What follows belongs to an exercise in optimizing a design on an open flow for a short achievable clock period and few clock cycles; a production flow would make more cautious choices.
The RTL was checked by simulation tests, not by an equivalence proof against the original design.
No activity file was given, so power comes from the tool's default toggle rates.

==> build 5 <==
## mips_core
module mips_core (
    input  logic                            clk,
    input  logic                            rst,
    input  logic [mips_pkg::XLEN-1:0]       imem_inst,
    output logic [mips_pkg::XLEN-1:0]       imem_addr,
    output logic                            wb_en,
    output logic [mips_pkg::REG_ADDR_W-1:0] wb_addr,
    output logic [mips_pkg::XLEN-1:0]       wb_data,
    output logic                            overflow,
    output logic                            syscall
);
    localparam int NBTB = 8;
    logic        rst_q;
    logic [31:2] pc;
    logic [NBTB-1:0]         btb_v;
    logic [11:2]             btb_tag [NBTB];
    logic [11:2]             btb_tgt [NBTB];
    logic [$clog2(NBTB)-1:0] btb_ptr;
    logic [3:0]              btb_cnt  [NBTB];
    logic [3:0]              btb_trip [NBTB];
    logic [NBTB-1:0]         btb_tv;
    logic        v_d;
    logic [31:0] ir;
    logic [31:2] pc_d, pcp4_d;
    logic        pred_d;       
    logic        hit_d;        
    logic [$clog2(NBTB)-1:0] bidx_d;
    logic [31:0] rs_oh_d, rt_oh_d;
    logic        e_wen;        
    logic [4:0]  e_rd;
    logic        e_ovfchk, e_sys, e_beq, e_bne, e_jmp, e_sw;
    logic        e_sel_and, e_sel_or, e_sel_ld;
  ...
export LEC_CHECK = 0
export CAP_MARGIN = 20
export CORE_MARGIN = 2
export CORE_UTILIZATION = 40
export PLACE_DENSITY = 0.6
export SLEW_MARGIN = 20
export SYNTH_HIERARCHICAL = 1
export TNS_END_PERCENT = 100
create_clock -name core_clock -period 10.0 [get_ports {clk}]
standard.sh (not shown) runs the stock make flow with config.mk's settings and CLKGATE_MAP_FILE= SYNTH_SCRIPT=/design/flow/synth_recipe.tcl, a recipe that flattens the netlist after the stock synthesis.
==> flow/flow/run.sh <==
#!/bin/bash
set -euo pipefail
here=$(pwd)
{
  echo "include $here/config.mk"
  echo "export DONT_USE_CELLS = sky130_fd_sc_hd__maj3_1 sky130_fd_sc_hd__maj3_2 sky130_fd_sc_hd__maj3_4"
} > "$here/config_run.mk"
export BUFFER_PORTS_ARGS="-buffer_cell sky130_fd_sc_hd__buf_6"
bash standard.sh DESIGN_CONFIG="$here/config_run.mk" SETUP_SLACK_MARGIN=7 ADDER_MAP_FILE= finish > standard.log 2>&1
==> inputs of build 67, as changes to build 5 <==
--- a/flow/design.v
+++ b/flow/design.v
@@ -273,12 +273,39 @@
     input  logic [W-1:0] a,
     input  logic [W-1:0] b,
     output logic         eq
 );
     assign eq = (a == b);
 endmodule
+module res_sel (
+    input  logic [31:0] s_nn, s_fn, s_nf, s_nfi,   
+    input  logic        r_nn, r_fn, r_nf, r_nfi,   
+    input  logic        l_nn, l_fn, l_nfi,         
+    input  logic        x_nn, y_nn,   
+    input  logic        x_fn, y_fn,   
+    input  logic        x_nfi, y_nfi,   
+    input  logic [31:0] other,    
+    input  logic        wen,      
+    output logic [31:0] res,      
+    output logic [31:0] res_n,    
+    output logic [31:0] res_g,    
+    output logic [31:0] res_d     
+);
+    logic [31:0] result;
+    logic        lt;
+    assign lt = (l_nn  && ((x_nn  == y_nn)  ? x_nn  : s_nn[31])) ||
+                (l_fn  && ((x_fn  == y_fn)  ? x_fn  : s_fn[31])) ||
+                (l_nfi && ((x_nfi == y_nfi) ? x_nfi : s_nfi[31]));
+    assign result = ({32{r_nn}} & s_nn) | ({32{r_fn}}  & s_fn) |
+                    ({32{r_nf}} & s_nf) | ({32{r_nfi}} & s_nfi) |
+                    other | {31'd0, lt};
+    assign res   = result;
+    assign res_n = ~result;
+    assign res_g = result | {32{!wen}};
+    assign res_d = result & {32{wen}};
+endmodule
 `timescale 1ns/10ps
 import mips_pkg::*;
 module data_memory (
     input  logic                      clk,
     input  logic                      mem_read,
     input  logic                      mem_write,
@@ -309,13 +336,14 @@
     output logic [mips_pkg::XLEN-1:0]       wb_data,
     output logic                            overflow,
     output logic                            syscall
 );
     localparam int NBTB = 8;
     logic        rst_q;
-    logic [31:2] pc;
+    logic [31:2] pc;           
+    logic [31:2] pc_i;         
     logic [NBTB-1:0]         btb_v;
     logic [11:2]             btb_tag [NBTB];
     logic [11:2]             btb_tgt [NBTB];
     logic [$clog2(NBTB)-1:0] btb_ptr;
     logic [3:0]              btb_cnt  [NBTB];
     logic [3:0]              btb_trip [NBTB];
@@ -324,12 +352,13 @@
     logic [31:0] ir;
     logic [31:2] pc_d, pcp4_d;
     logic        pred_d;       
     logic        hit_d;        
     logic [$clog2(NBTB)-1:0] bidx_d;
     logic [31:0] rs_oh_d, rt_oh_d;
+    logic [31:0] rs_oh_m_d;    
     logic        e_wen;        
     logic [4:0]  e_rd;
     logic        e_ovfchk, e_sys, e_beq, e_bne, e_jmp, e_sw;
     logic        e_sel_and, e_sel_or, e_sel_ld;
     logic        e_inv;        
     logic        e_fa, e_fb, e_fst;   
@@ -346,12 +375,15 @@
     logic [31:0] w_f;          
     logic [31:0] w_n;          
     logic [31:0] w_g;          
     logic [31:0] w_data;       
     logic [31:1] w_we;         
     logic        w_ovf, w_sys;
+    logic        o_wen, o_ovf, o_sys;
+    logic [4:0]  o_rd;
+    logic [31:0] o_data;
     logic        ins_v;
     logic        upd_v, upd_taken;   
     logic [$clog2(NBTB)-1:0] upd_idx;
     logic [11:2] ins_pc, ins_tgt;
     logic [31:0] regs [1:31];
     logic [31:0] dmem [DMEM_WORDS];
@@ -359,20 +391,20 @@
     logic [NBTB-1:0] btb_hitv;
     logic            btb_hit, btb_any;
     logic [NBTB-1:0] btb_exit;
     logic [$clog2(NBTB)-1:0] btb_idx;
     logic [11:2]     btb_target;
     logic            pc_low;
-    add_w #(.W(30)) add_pc (.a(pc), .b(30'd0), .cin(1'b1), .sum(pc_inc));
+    add_w #(.W(30)) add_pc (.a(pc_i), .b(30'd0), .cin(1'b1), .sum(pc_inc));
     assign imem_addr = {pc, 2'b00};
-    assign pc_low = (pc[31:12] == 20'd0);
+    assign pc_low = (pc_i[31:12] == 20'd0);
     always_comb begin
         btb_target = '0;
         btb_idx    = '0;
         for (int k = 0; k < NBTB; k++) begin
-            btb_hitv[k] = btb_v[k] && (btb_tag[k] == pc[11:2]);
+            btb_hitv[k] = btb_v[k] && (btb_tag[k] == pc_i[11:2]);
             btb_exit[k] = btb_tv[k] && (btb_cnt[k] == btb_trip[k]);
             btb_target  = btb_target | ({10{btb_hitv[k]}} & btb_tgt[k]);
             btb_idx     = btb_idx | ({$clog2(NBTB){btb_hitv[k]}} & $clog2(NBTB)'(k));
         end
     end
     assign btb_any = pc_low && |btb_hitv;
@@ -428,41 +460,45 @@
         rt_rf = '0;
         for (int k = 1; k < 32; k++) begin
             rs_rf = rs_rf | ({32{rs_oh_d[k]}} & regs[k]);
             rt_rf = rt_rf | ({32{rt_oh_d[k]}} & regs[k]);
         end
     end
+    logic [6:0] rs_m_rf, rs_m;
+    always_comb begin
+        rs_m_rf = '0;
+        for (int k = 1; k < 32; k++)
+            rs_m_rf = rs_m_rf | ({7{rs_oh_m_d[k]}} & regs[k][6:0]);
+    end
+    assign rs_m = (w_wen && w_rd == rs) ? w_data[6:0] : rs_m_rf;
     assign rs_val = (w_wen && w_rd == rs) ? w_data : rs_rf;
     assign rt_val = (w_wen && w_rd == rt) ? w_data : rt_rf;
     logic [6:0]  d_ea;
     logic        stall;
-    add_w #(.W(7)) add_ea (.a(rs_val[6:0]), .b(imm[6:0]), .cin(1'b0), .sum(d_ea));
+    add_w #(.W(7)) add_ea (.a(rs_m), .b(imm[6:0]), .cin(1'b0), .sum(d_ea));
     assign stall = v_d && (i_lw || i_sw) && e_wen && (e_rd == rs);   
     add_w #(.W(30)) add_tgt (.a(pcp4_d), .b({{14{imm[15]}}, imm}), .cin(1'b0), .sum(d_tgt));
     assign j_tgt        = {pcp4_d[31:28], ir[25:0]};
     assign d_pred_taken = pred_d || i_j;
     assign d_redirect   = v_d && !pred_d && i_j;   
-    logic [31:0] a, b, st, result, ld_data, other;
+    logic [31:0] a, b, st, ld_data, other;
     logic [31:0] s_nn, s_fn, s_nf, s_nfi, s_ff;
     logic        o_nn, o_fn, o_nf, o_nfi, o_ff;
-    logic        ovf, lt, eq, taken;
+    logic        ovf, eq, taken;
     add_w add_nn  (.a(e_a), .b(e_b), .cin(e_inv), .sum(s_nn));
     add_w add_fn  (.a(w_f), .b(e_b), .cin(e_inv), .sum(s_fn));
     add_w add_nf  (.a(e_a), .b(w_g), .cin(1'b0),  .sum(s_nf));
     add_w add_nfi (.a(e_a), .b(w_n), .cin(1'b1),  .sum(s_nfi));
     assign s_ff  = e_inv ? 32'd0 : {w_f[30:0], 1'b0};   
     assign o_nn  = (e_a[31] == e_b[31]) && (s_nn[31] != e_a[31]);
     assign o_fn  = (w_f[31] == e_b[31]) && (s_fn[31] != w_f[31]);
     assign o_nf  = (e_a[31] == w_g[31]) && (s_nf[31] != e_a[31]);
     assign o_nfi = (e_a[31] == w_n[31]) && (s_nfi[31] != e_a[31]);
     assign o_ff  = !e_inv && (w_f[31] != w_f[30]);
     assign ovf = (e_c_nn && o_nn) || (e_c_fn && o_fn) || (e_c_nf && o_nf) ||
                  (e_c_nfi && o_nfi) || (e_c_ff && o_ff);
-    assign lt  = (e_l_nn  && ((e_a[31] == e_b[31]) ? e_a[31] : s_nn[31])) ||
-                 (e_l_fn  && ((w_f[31] == e_b[31]) ? w_f[31] : s_fn[31])) ||
-                 (e_l_nfi && ((e_a[31] == w_n[31]) ? e_a[31] : s_nfi[31]));
     assign a  = e_fa  ? w_g : e_a;
     assign b  = e_fb  ? w_g : e_b;   
     assign st = e_fst ? w_g : e_st;
     logic eq_nn, eq_fn, eq_nf;
     eq_w cmp_nn (.a(e_a), .b(e_b), .eq(eq_nn));
     eq_w cmp_fn (.a(w_g), .b(e_b), .eq(eq_fn));
@@ -479,22 +515,29 @@
     end
     assign ld_data = dmem[e_idx];
     assign other  = ({32{e_sel_and}} & (a & b)) |
                     ({32{e_sel_or}}  & (a | b)) |
                     ({32{e_sel_ld}}  & ld_data) |
                     ({32{e_r_ff}}    & s_ff);
-    assign result = ({32{e_r_nn}}  & s_nn)  | ({32{e_r_fn}} & s_fn) |
-                    ({32{e_r_nf}}  & s_nf)  | ({32{e_r_nfi}} & s_nfi) |
-                    other | {31'd0, lt};
+    logic [31:0] res_f, res_n, res_g, res_d;
+    res_sel res_sel_inst (
+        .s_nn(s_nn), .s_fn(s_fn), .s_nf(s_nf), .s_nfi(s_nfi),
+        .r_nn(e_r_nn), .r_fn(e_r_fn), .r_nf(e_r_nf), .r_nfi(e_r_nfi),
+        .l_nn(e_l_nn), .l_fn(e_l_fn), .l_nfi(e_l_nfi),
+        .x_nn(e_a[31]), .y_nn(e_b[31]), .x_fn(w_f[31]), .y_fn(e_b[31]),
+        .x_nfi(e_a[31]), .y_nfi(w_n[31]),
+        .other(other), .wen(e_wen),
+        .res(res_f), .res_n(res_n), .res_g(res_g), .res_d(res_d)
+    );
     assign taken     = (e_beq && eq) || (e_bne && !eq);
     assign e_mispred = (e_beq || e_bne) && (taken != e_pred);
     always_comb begin
         if (e_mispred)
             pc_next = e_alt;
         else if (stall)
-            pc_next = pc;   
+            pc_next = pc_i;   
         else if (d_redirect)
             pc_next = j_tgt;
         else if (btb_hit)
             pc_next = {20'd0, btb_target};
         else
             pc_next = pc_inc;
@@ -511,12 +554,15 @@
             e_bne    <= 1'b0;
             e_jmp    <= 1'b0;
             e_sw     <= 1'b0;
             w_wen    <= 1'b0;
             w_ovf    <= 1'b0;
             w_sys    <= 1'b0;
+            o_wen    <= 1'b0;
+            o_ovf    <= 1'b0;
+            o_sys    <= 1'b0;
             ins_v    <= 1'b0;
             upd_v    <= 1'b0;
         end else begin
             rst_q <= 1'b0;
             pc    <= pc_next;
             v_d   <= !e_mispred && (stall || !d_redirect);
@@ -527,18 +573,27 @@
             e_bne    <= v_d && !e_mispred && !stall && i_bne;
             e_jmp    <= v_d && !e_mispred && !stall && i_j;
             e_sw     <= v_d && !e_mispred && !stall && i_sw;
             w_wen <= e_wen;
             w_ovf <= e_ovfchk && ovf;
             w_sys <= e_sys;
+            o_wen <= w_wen;
+            o_ovf <= w_ovf;
+            o_sys <= w_sys;
             upd_v <= e_btbhit && (e_beq || e_bne);
             ins_v <= !e_btbhit && (e_jmp || taken) &&
                      (e_pc[31:12] == 20'd0) && (e_tgt[31:12] == 20'd0);
         end
     end
     always_ff @(posedge clk) begin
+        if (rst)
+            pc_i <= '0;
+        else
+            pc_i <= pc_next;
+    end
+    always_ff @(posedge clk) begin
         if (rst_q) begin
             btb_v  <= '0;
         end else begin
             if (upd_v && !upd_taken)
                 btb_tv[upd_idx] <= 1'b1;
             if (ins_v) begin
@@ -547,18 +602,19 @@
             end
         end
     end
     always_ff @(posedge clk) begin
         if (!stall) begin
             ir      <= imem_inst;
-            pc_d    <= pc;
+            pc_d    <= pc_i;
             pcp4_d  <= pc_inc;
             pred_d  <= btb_hit;
             hit_d   <= btb_any;
             bidx_d  <= btb_idx;
             rs_oh_d <= f_rs_oh;
+            rs_oh_m_d <= (imem_inst[31:26] == OP_LW || imem_inst[31:26] == OP_SW) ? f_rs_oh : '0;
             rt_oh_d <= f_rt_oh;
         end
         e_rd      <= dest;
         e_sel_and <= r_and;
         e_sel_or  <= r_or;
         e_sel_ld  <= i_lw;
@@ -592,16 +648,18 @@
         e_bidx    <= bidx_d;
         e_alt     <= d_pred_taken ? pcp4_d : d_tgt;
         e_tgt     <= i_j ? j_tgt : d_tgt;
         e_pc      <= pc_d;
         e_idx     <= d_ea[6:2];
         w_rd <= e_rd;
-        w_f  <= result;
-        w_n  <= ~result;
-        w_g    <= e_wen ? result : '1;
-        w_data <= e_wen ? result : '0;
+        o_rd   <= w_rd;
+        o_data <= w_data;
+        w_f    <= res_f;
+        w_n    <= res_n;
+        w_g    <= res_g;
+        w_data <= res_d;
         for (int k = 1; k < 32; k++)
             w_we[k] <= e_wen && (e_rd == 5'(k));
         if (e_sw)
             dmem[e_idx] <= st;
         ins_pc  <= e_pc[11:2];
         ins_tgt <= e_tgt[11:2];
@@ -626,12 +684,12 @@
         for (int k = 1; k < 32; k++)
             if (rst_q)
                 regs[k] <= '0;
             else if (w_we[k])
                 regs[k] <= w_data;
     end
-    assign wb_en    = w_wen;
-    assign wb_addr  = w_rd;
-    assign wb_data  = w_data;
-    assign overflow = w_ovf;
-    assign syscall  = w_sys;
+    assign wb_en    = o_wen;
+    assign wb_addr  = o_rd;
+    assign wb_data  = o_data;
+    assign overflow = o_ovf;
+    assign syscall  = o_sys;
 endmodule
==> inputs of build 94, as changes to build 5 <==
--- a/flow/design.v
+++ b/flow/design.v
@@ -327,17 +327,16 @@
     logic        hit_d;        
     logic [$clog2(NBTB)-1:0] bidx_d;
     logic [31:0] rs_oh_d, rt_oh_d;
     logic        e_wen;        
     logic [4:0]  e_rd;
     logic        e_ovfchk, e_sys, e_beq, e_bne, e_jmp, e_sw;
-    logic        e_sel_and, e_sel_or, e_sel_ld;
+    logic        e_sel_and, e_sel_or, e_sel_slt, e_sel_ld;
     logic        e_inv;        
     logic        e_fa, e_fb, e_fst;   
     logic        e_c_nn, e_c_fn, e_c_nf, e_c_nfi, e_c_ff;
-    logic        e_l_nn, e_l_fn, e_l_nfi;
     logic        e_r_nn, e_r_fn, e_r_nf, e_r_nfi, e_r_ff;
     logic [31:0] e_a, e_b, e_st;   
     logic        e_pred, e_btbhit;
     logic [$clog2(NBTB)-1:0] e_bidx;
     logic [31:2] e_alt, e_tgt, e_pc;
     logic [4:0]  e_idx;        
@@ -436,14 +435,15 @@
     logic [6:0]  d_ea;
     logic        stall;
     add_w #(.W(7)) add_ea (.a(rs_val[6:0]), .b(imm[6:0]), .cin(1'b0), .sum(d_ea));
     assign stall = v_d && (i_lw || i_sw) && e_wen && (e_rd == rs);   
     add_w #(.W(30)) add_tgt (.a(pcp4_d), .b({{14{imm[15]}}, imm}), .cin(1'b0), .sum(d_tgt));
     assign j_tgt        = {pcp4_d[31:28], ir[25:0]};
-    assign d_pred_taken = pred_d || i_j;
-    assign d_redirect   = v_d && !pred_d && i_j;   
+    assign d_pred_taken = pred_d || (!hit_d && (i_j || ((i_beq || i_bne) && imm[15])));
+    assign d_redirect   = v_d && !pred_d && !hit_d &&
+                          (i_j || ((i_beq || i_bne) && imm[15]));   
     logic [31:0] a, b, st, result, ld_data, other;
     logic [31:0] s_nn, s_fn, s_nf, s_nfi, s_ff;
     logic        o_nn, o_fn, o_nf, o_nfi, o_ff;
     logic        ovf, lt, eq, taken;
     add_w add_nn  (.a(e_a), .b(e_b), .cin(e_inv), .sum(s_nn));
     add_w add_fn  (.a(w_f), .b(e_b), .cin(e_inv), .sum(s_fn));
@@ -454,15 +454,15 @@
     assign o_fn  = (w_f[31] == e_b[31]) && (s_fn[31] != w_f[31]);
     assign o_nf  = (e_a[31] == w_g[31]) && (s_nf[31] != e_a[31]);
     assign o_nfi = (e_a[31] == w_n[31]) && (s_nfi[31] != e_a[31]);
     assign o_ff  = !e_inv && (w_f[31] != w_f[30]);
     assign ovf = (e_c_nn && o_nn) || (e_c_fn && o_fn) || (e_c_nf && o_nf) ||
                  (e_c_nfi && o_nfi) || (e_c_ff && o_ff);
-    assign lt  = (e_l_nn  && ((e_a[31] == e_b[31]) ? e_a[31] : s_nn[31])) ||
-                 (e_l_fn  && ((w_f[31] == e_b[31]) ? w_f[31] : s_fn[31])) ||
-                 (e_l_nfi && ((e_a[31] == w_n[31]) ? e_a[31] : s_nfi[31]));
+    assign lt  = (e_c_nn  && (s_nn[31]  ^ o_nn))  || (e_c_fn && (s_fn[31] ^ o_fn)) ||
+                 (e_c_nf  && (s_nf[31]  ^ o_nf))  ||
+                 (e_c_nfi && (s_nfi[31] ^ o_nfi)) || (e_c_ff && (s_ff[31] ^ o_ff));
     assign a  = e_fa  ? w_g : e_a;
     assign b  = e_fb  ? w_g : e_b;   
     assign st = e_fst ? w_g : e_st;
     logic eq_nn, eq_fn, eq_nf;
     eq_w cmp_nn (.a(e_a), .b(e_b), .eq(eq_nn));
     eq_w cmp_fn (.a(w_g), .b(e_b), .eq(eq_fn));
@@ -481,22 +481,22 @@
     assign other  = ({32{e_sel_and}} & (a & b)) |
                     ({32{e_sel_or}}  & (a | b)) |
                     ({32{e_sel_ld}}  & ld_data) |
                     ({32{e_r_ff}}    & s_ff);
     assign result = ({32{e_r_nn}}  & s_nn)  | ({32{e_r_fn}} & s_fn) |
                     ({32{e_r_nf}}  & s_nf)  | ({32{e_r_nfi}} & s_nfi) |
-                    other | {31'd0, lt};
+                    other | {31'd0, e_sel_slt && lt};
     assign taken     = (e_beq && eq) || (e_bne && !eq);
     assign e_mispred = (e_beq || e_bne) && (taken != e_pred);
     always_comb begin
         if (e_mispred)
             pc_next = e_alt;
         else if (stall)
             pc_next = pc;   
         else if (d_redirect)
-            pc_next = j_tgt;
+            pc_next = i_j ? j_tgt : d_tgt;
         else if (btb_hit)
             pc_next = {20'd0, btb_target};
         else
             pc_next = pc_inc;
     end
     always_ff @(posedge clk or posedge rst) begin
@@ -558,25 +558,23 @@
             rs_oh_d <= f_rs_oh;
             rt_oh_d <= f_rt_oh;
         end
         e_rd      <= dest;
         e_sel_and <= r_and;
         e_sel_or  <= r_or;
+        e_sel_slt <= r_slt;
         e_sel_ld  <= i_lw;
         e_inv     <= d_inv;
         e_fa      <= d_fa;
         e_fb      <= d_fb;
         e_fst     <= i_sw && e_wen && (e_rd == rt);
         e_c_nn    <= !d_fa && !d_fb;
         e_c_fn    <=  d_fa && !d_fb;
         e_c_nf    <= !d_fa &&  d_fb && !d_inv;
         e_c_nfi   <= !d_fa &&  d_fb &&  d_inv;
         e_c_ff    <=  d_fa &&  d_fb;
-        e_l_nn    <= r_slt && !d_fa && !d_fb;
-        e_l_fn    <= r_slt &&  d_fa && !d_fb;
-        e_l_nfi   <= r_slt && !d_fa &&  d_fb;
         e_r_nn    <= d_sum && !d_fa && !d_fb;
         e_r_fn    <= d_sum &&  d_fa && !d_fb;
         e_r_nf    <= d_sum && !d_fa &&  d_fb && !d_inv;
         e_r_nfi   <= d_sum && !d_fa &&  d_fb &&  d_inv;
         e_r_ff    <= d_sum &&  d_fa &&  d_fb;
         e_a       <= i_lui ? 32'd0 : rs_val;
==> results.txt <==
Final cell count: build 94 < build 5 < build 67. Core utilization, lowest first: build 67, build 94, build 5. Routed wire length: build 5 < build 94 < build 67. The highest area after synthesis belongs to build 67, the lowest to build 94. Critical path depth: build 67 is higher than build 5 (7). In clock power, build 5 and build 67 hardly differ. Of build 94 and build 67, build 67 has the higher die area (gap 3.3%, measured against build 67). Setup slack: build 94 is lower than build 5 (27 ps). In build 5 the count of clock-buffer cells in the layout is lower than in build 67, by 19.
==> figures <==
item                                                  build 67     build 5    build 94
Pint                                                   21.8 mW     21.8 mW     21.6 mW
Worst-path maximum fanout                                   13           2           4
FF+latch count                                            2972        2871        2869
Power of the sequential group                          13.9 mW     13.4 mW     13.5 mW
Logic depth of the worst register-to-register path           9          15          16
Pre-CTS setup slack                                    5110 ps     5190 ps     5290 ps
Final Worst Setup Slack                                6470 ps     6380 ps     6350 ps
Total instance count after detailed placement            15900       15400       15300
Total track usage                                        33.3%       33.9%       34.1%
Starting density of the core                             40.2%       40.1%       40.1%
Total non-filler cell area in the finished layout    0.163 mm2   0.164 mm2   0.162 mm2
Resized Gates After CTS                                    828        1380        1303
Status                                timing/DRC/antenna clean  timing/DRC/antenna clean  timing/DRC/antenna clean
R2R Path Start                                        e_idx[0]      e_a[4]      e_a[4]
Final Non-Filler Cells                                   17000       16700       16500
Via count of the first global-routing pass              105000      103000      101000
Number of nets in the layout                             12200       12100       11900
Pwr per Cell Area                                   182 mW/mm2  182 mW/mm2  185 mW/mm2
FP Rows                                                    213         210         210
Share of cells above drive strength 1                    22.6%       25.9%       24.3%
Testbench counts of build 5, summed over its fixed seeds: cycles 63,619.
Testbench counts of build 67, summed over its fixed seeds: cycles 63,747.
Testbench counts of build 94, summed over its fixed seeds: cycles 63,505.

[static timing again, ports no longer ideal]
The results above use ideal ports. As a check the final layouts listed here were re-extracted and re-timed, cells and wires unchanged. Step 1: set_driving_cell puts a clkbuf_16 on clk and a buf_2 on each other input, an assumption about the parent block. Step 2 moves the port delays by t, midway between the first and last clock arrival at a register: inputs arrive t later, outputs are due t later. That takes back most of the time a late clock gives input paths. Three values: ideal, step 1, step 2; two values: the first two.
| run | t (ns) | setup slack, ns | pins driven straight from the clock port |
|---|---|---|---|
| build 5 | 1.010 | 6.377 / 6.280 / 6.482 | 1 |
| build 67 | 1.030 | 6.465 / 6.363 / 6.274 | 1 |
| build 94 | 1.050 | 6.350 / 6.273 / 6.350 | 1 |
After both steps setup and hold are still met in every run listed. For build 67, which loses most, drivers alone change the setup slack by -0.102 ns; drivers and shift together by -0.191 ns.
